This is an optimization exercise on Yosys and OpenROAD, whose aim is small area, not a production implementation. Where RTL was checked, it was by simulation tests only, not by an equivalence proof against the original. Power is estimated from default activity; no workload was simulated.

## exec_stage
module exec_stage (
  input  logic        clk,
  input  logic        reset,
  input  logic        in_valid,
  input  logic [5:0]  op1,
  input  logic [7:0]  op2,
  input  logic [15:0] imm,
  input  logic [31:0] rs_val,
  input  logic [31:0] rt_val,
  input  logic [31:0] pc,
  output logic        out_valid,
  output logic [31:0] result,
  output logic        wr_reg,
  output logic        redirect,
  output logic [31:0] redirect_pc
);
==> flow/config.mk <==
export PLATFORM = sky130hd
export DESIGN_NAME = exec_stage
export DESIGN_NICKNAME = exec_stage
export VERILOG_FILES = /design/flow/design.v
export SDC_FILE = /design/flow/constraint.sdc
export NUM_CORES = 4
export LEC_CHECK = 0
export ABC_AREA = 1
export CAP_MARGIN = 20
export CORE_MARGIN = 2
export CORE_UTILIZATION = 40
export GPL_TIMING_DRIVEN = 0
export SETUP_SLACK_MARGIN = 0.15
export SLEW_MARGIN = 20
==> flow/constraint.sdc <==
create_clock -name core_clock -period 5.0 [get_ports {clk}]
set_input_delay 1.0000 -clock core_clock [delete_from_list [all_inputs] [get_ports {clk}]]
set_output_delay 1.0000 -clock core_clock [all_outputs]
set_load 0.01 [all_outputs]
standard.sh (not shown) runs the stock make flow with config.mk's settings and CLKGATE_MAP_FILE= SYNTH_SCRIPT=/design/flow/synth_recipe.tcl, a recipe that flattens the netlist after the stock synthesis.
==> flow/flow/run.sh <==
#!/bin/bash
# The standard layout (standard.sh: ORFS synthesis to final layout), with the
# smallest buffer, sky130_fd_sc_hd__buf_1, as the buffer ORFS puts on every port.
# The full make output goes to standard_flow.log in this folder.
set -euo pipefail
bash standard.sh "BUFFER_PORTS_ARGS=-buffer_cell sky130_fd_sc_hd__buf_1" finish > standard_flow.log 2>&1
Edit:
Settings changed: CTS_BUF_LIST set to sky130_fd_sc_hd__clkbuf_4 sky130_fd_sc_hd__clkbuf_8.
After rerunning: The changed run completed with no timing, DRC or antenna violations. Clock power went down by a quarter to a third. Die area stays the same. Worst setup slack gets better by 0.077 ns. Clock-buffer cell count does not change. Worst hold slack barely changes. Cell area fell slightly. Utilization is lower by 0.82 points. Wire length hardly moves.

---

before:
Another version of the RTL of exec_stage (not shown whole).
Size: ~200 I/O pins.
==> flow/config.mk <==
export PLATFORM = sky130hd
export DESIGN_NAME = exec_stage
export DESIGN_NICKNAME = exec_stage
export VERILOG_FILES = /design/flow/design.v
export SDC_FILE = /design/flow/constraint.sdc
export NUM_CORES = 4
export LEC_CHECK = 0
export ABC_AREA = 1
export CAP_MARGIN = 20
export CORE_MARGIN = 2
export CORE_UTILIZATION = 40
export CTS_BUF_LIST = sky130_fd_sc_hd__clkbuf_4 sky130_fd_sc_hd__clkbuf_8
export CTS_CLUSTER_SIZE = 10
export GPL_TIMING_DRIVEN = 0
export SETUP_SLACK_MARGIN = 0.15
export SLEW_MARGIN = 20
==> flow/constraint.sdc <==
create_clock -name core_clock -period 5.0 [get_ports {clk}]
set_input_delay 1.0000 -clock core_clock [delete_from_list [all_inputs] [get_ports {clk}]]
set_output_delay 1.0000 -clock core_clock [all_outputs]
set_load 0.01 [all_outputs]
Scripts as last shown in full above: flow/flow/run.sh
Having completed the whole flow, before delivered a layout that passed the timing, DRC and antenna checks.
### before -> after
Settings: removing CTS_CLUSTER_SIZE (formerly 10).
==> comparison <==
Re final-layout worst hold slack: no difference whatsoever between after and before. Final instance count without filler cells: after vs before identical. Fill cell instance count of the final layout: after vs before identical. Total of plain and repair buffers excluding clock buffers came out exactly the same in before and after. Comparing after against before, there is no change at all in number of buffer and inverter stages on the critical path.

---

the reference run:
exec_stage, a different RTL version from the one above (not shown whole).
For scale: ~1,700 cells after synthesis, roughly 130 flip-flops, ~200 I/O pins, ~13,000 um2 of cells after synthesis.
clock: 5.0 ns
lec_check: 0
cap_margin: 20
core_margin: 2
core_utilization: 40
slew_margin: 20
run.sh (not shown) runs the stock make flow with config.mk's settings and CLKGATE_MAP_FILE= SYNTH_SCRIPT=/design/flow/synth_recipe.tcl, a recipe that flattens the netlist after the stock synthesis.
Stock flow here: none of the scripts above is used.
The reference run finished all stages; the layout is clean.
The following lists how the trial run was set up differently from the reference run:
Settings: GPL_TIMING_DRIVEN now 0, previously not set.
Notes after the runs:
Cmp the trial run and the reference run / final clock period utilization by the worst path / higher: the trial run. The trial run against the reference run: global-route usage went up by 0.58 points; net switching share of the total power went up by 2.0 points; global-route wire length before repair went up by 0.48%. The higher total detailed-routing wirelength came out of the trial run. The trial run ended up with op1[0] as its launch point of the critical path; the reference run ended up with op1[2]. Between the trial run and the reference run, the difference in clock latency of the later-clocked register in the worst-skew pair is negligible. Of the trial run and the reference run, the reference run shows the higher final standard cell utilization of the core, with the trial run below it. The trial run: all stages done; final checks FAILED (setup timing). Signed area change from the synthesized netlist to the final layout delta for the trial run relative to the reference run: 9.0 points lower. The worst setup path endpoint comes out res1[9]$_DFF_P_ in one run and res1[20]$_DFF_P_ in the other, namely in the reference run and the trial run respectively.
No functional check of the RTL was part of any run of this note.

---

== pine ==
The RTL this note starts from:
==> flow/design.v <==
`timescale 1ns/10ps
module exec_stage (
  input  logic        clk,
  input  logic        reset,
  input  logic        in_valid,
  input  logic [5:0]  op1,
  input  logic [7:0]  op2,
  input  logic [15:0] imm,
  input  logic [31:0] rs_val,
  input  logic [31:0] rt_val,
  input  logic [31:0] pc,
  output logic        out_valid,
  output logic [31:0] result,
  output logic        wr_reg,
  output logic        redirect,
  output logic [31:0] redirect_pc
);
  logic alur, br, jal, sw, imm_add, imm_log;
  logic r_cmp, r_add, r_sub, r_log, r_shr, r_shl;
  assign alur    = (op1 == 6'h00);
  assign br      = (op1[5:2] == 4'b0010);
  assign jal     = (op1 == 6'h0c);
  assign sw      = (op1 == 6'h1a);
  assign imm_add = (op1 == 6'h12) | (op1 == 6'h1a) | (op1 == 6'h20);
  assign imm_log = (op1 == 6'h24) | (op1 == 6'h25) | (op1 == 6'h26);
  assign r_cmp   = alur & (op2[7:2] == 6'b000010);
  assign r_add   = alur & (op2 == 8'h20);
  assign r_sub   = alur & (op2 == 8'h28);
  assign r_log   = alur & (op2[7:4] == 4'h2) & op2[2] & (op2[1:0] != 2'b11);
  assign r_shr   = alur & (op2 == 8'h30);
  assign r_shl   = alur & (op2 == 8'h31);
  logic [31:0] simm, bsel;
  assign simm = {{16{imm[15]}}, imm};
  assign bsel = (imm_add | imm_log) ? simm : rt_val;
  logic        sub;
  logic [31:0] a_add, b_add, sum;
  assign sub   = r_sub | r_cmp | br;
  assign a_add = jal ? pc : rs_val;
  assign b_add = jal ? 32'd4 : (bsel ^ {32{sub}});
  assign sum   = a_add + b_add + {31'd0, sub};
  logic eq, lt, cmp;
  logic [1:0] cc;
  assign eq = (rs_val == rt_val);
  assign lt = (rs_val[31] ^ rt_val[31]) ? rs_val[31] : sum[31];
  assign cc = alur ? op2[1:0] : op1[1:0];
  always_comb
    case (cc)
      2'd0: cmp = eq;
      2'd1: cmp = lt;
      2'd2: cmp = lt | eq;
      default: cmp = ~eq;
    endcase
  logic [31:0] lg;
  always_comb begin
    case (cc)
      2'd0: lg = rs_val & bsel;
      2'd1: lg = rs_val | bsel;
      default: lg = rs_val ^ bsel;
    endcase
    if (alur & op2[3]) lg = ~lg;
  end
  logic [31:0] shx, shy, sra, sll;
  logic        fill, big;
  always_comb
    for (int i = 0; i < 32; i++) shx[i] = r_shl ? rs_val[31-i] : rs_val[i];
  assign fill = r_shr & rs_val[31];
  assign big  = |rt_val[31:5];
  assign shy  = big ? {32{fill}} : 32'($signed({fill, shx}) >>> rt_val[4:0]);
  assign sra  = shy;
  always_comb
    for (int i = 0; i < 32; i++) sll[i] = shy[31-i];
  logic [31:0] res_n;
  always_comb begin
    res_n = '0;
    if (r_add | r_sub | imm_add | jal) res_n = sum;
    if (r_log | imm_log)               res_n = lg;
    if (r_cmp)                         res_n = {31'd0, cmp};
    if (r_shr)                         res_n = sra;
    if (r_shl)                         res_n = sll;
  end
  logic [31:0] tgt_n;
  assign tgt_n = (jal ? rs_val : pc) + {simm[29:0], 2'b00} + (jal ? 32'd0 : 32'd4);
  logic taken_n;
  assign taken_n = jal | (br & cmp);
  logic        v1, w1, r1;
  logic [31:0] res1, tgt1;
  always_ff @(posedge clk or posedge reset)
    if (reset) begin
      v1 <= 1'b0;
      w1 <= 1'b0;
      r1 <= 1'b0;
    end else begin
      v1 <= in_valid;
      w1 <= in_valid & ~(br | sw);
      r1 <= in_valid & taken_n;
    end
  always_ff @(posedge clk) begin
    res1 <= res_n;
    tgt1 <= tgt_n;
  end
  always_ff @(posedge clk or posedge reset)
    if (reset) begin
      out_valid <= 1'b0;
      wr_reg    <= 1'b0;
      redirect  <= 1'b0;
    end else begin
      out_valid <= v1 & ~redirect;
      wr_reg    <= w1 & ~redirect;
      redirect  <= r1 & ~redirect;
    end
  always_ff @(posedge clk) begin
    result      <= res1;
    redirect_pc <= tgt1;
  end
endmodule
export LEC_CHECK = 0
export CAP_MARGIN = 20
export CORE_MARGIN = 2
export CORE_UTILIZATION = 40
export SLEW_MARGIN = 20
create_clock -name core_clock -period 5.0 [get_ports {clk}]
[inputs] oak vs pine
Settings: GPL_TIMING_DRIVEN now 0, previously not set.
pine -> oak: first-iteration DRC count increased slightly
Relative to pine, the non-clock buffer instance count of the final layout measured on oak has decreased by more than a quarter.
Against pine, oak comes in 6.3 points lower on fraction of area in non-clock buffers.
oak ended up with op1[0] as its worst setup path startpoint; pine ended up with op2[7].
oak: flow complete, layout not clean; failing: negative setup slack
Between oak and pine, the fraction of area in clock buffers and inverters is lower for pine.
Measured against each other, oak and pine differ in relative contribution of combinational cells to total power, the lower figure coming from oak.
Number of global-route vias before repair of oak falls short of that of pine by a little under 10%.
Taking pine as the reference, in oak part of the power in the clock network saw an increase, worst slew margin relative to its limit lost 12 points, number of distinct standard cells referenced by the synthesized netlist saw little to no change, total power after layout has decreased.
Function was not checked in any run of this note: the RTL went through the layout flow alone.

[static timing again, ports no longer ideal]
Ports are ideal in the flow. The routed layouts listed here were re-timed in OpenROAD. Step 1: set_driving_cell puts a clkbuf_16 on clk and a buf_2 on each other input, an assumption about the parent block. Step 2 adds t to the input delays and takes it off the output delays; t is the mean of the earliest and latest rising clock arrival at the registers after step 1. Input paths then give back, and output paths get back, about the clock's delay inside the block. a / b / c = ideal ports / drivers / drivers and shift; a / b = the first two.
| run | t, ns | slack for setup (ns) | hold slack, ns | clock arrival spread, ns | slew at the worst register clock pin (ns) |
|---|---|---|---|---|---|
| the first run of note 1 | 0.482 | 0.201 / 0.231 / -0.251 | 0.318 / 0.318 / 0.318 | 0.020 / 0.020 | 0.08 / 0.08 |
| the second run of note 1 | 0.502 | 0.278 / 0.301 / -0.200 | 0.319 / 0.319 / 0.319 | 0.023 / 0.023 | 0.11 / 0.11 |
| before | 0.436 | 0.284 / 0.314 / -0.122 | 0.337 / 0.337 / 0.337 | 0.025 / 0.025 | 0.13 / 0.13 |
| after | 0.436 | 0.284 / 0.314 / -0.122 | 0.337 / 0.337 / 0.337 | 0.025 / 0.025 | 0.13 / 0.13 |
| the reference run | 0.465 | 0.143 / 0.170 / -0.295 | 0.321 / 0.321 / 0.321 | 0.013 / 0.013 | 0.06 / 0.06 |
| the trial run | 0.465 | -0.161 / -0.185 / -0.649 | 0.324 / 0.324 / 0.324 | 0.021 / 0.021 | 0.07 / 0.07 |
| pine | 0.498 | 0.138 / 0.160 / -0.338 | 0.323 / 0.323 / 0.323 | 0.015 / 0.015 | 0.07 / 0.07 |
| oak | 0.489 | -0.150 / -0.168 / -0.657 | 0.323 / 0.323 / 0.323 | 0.012 / 0.012 | 0.06 / 0.06 |
With both steps, setup timing fails in 6 of these runs, where it was met with ideal ports. The setup slack of oak, which loses most, moves by -0.018 ns with the drivers and by -0.507 ns with both steps.
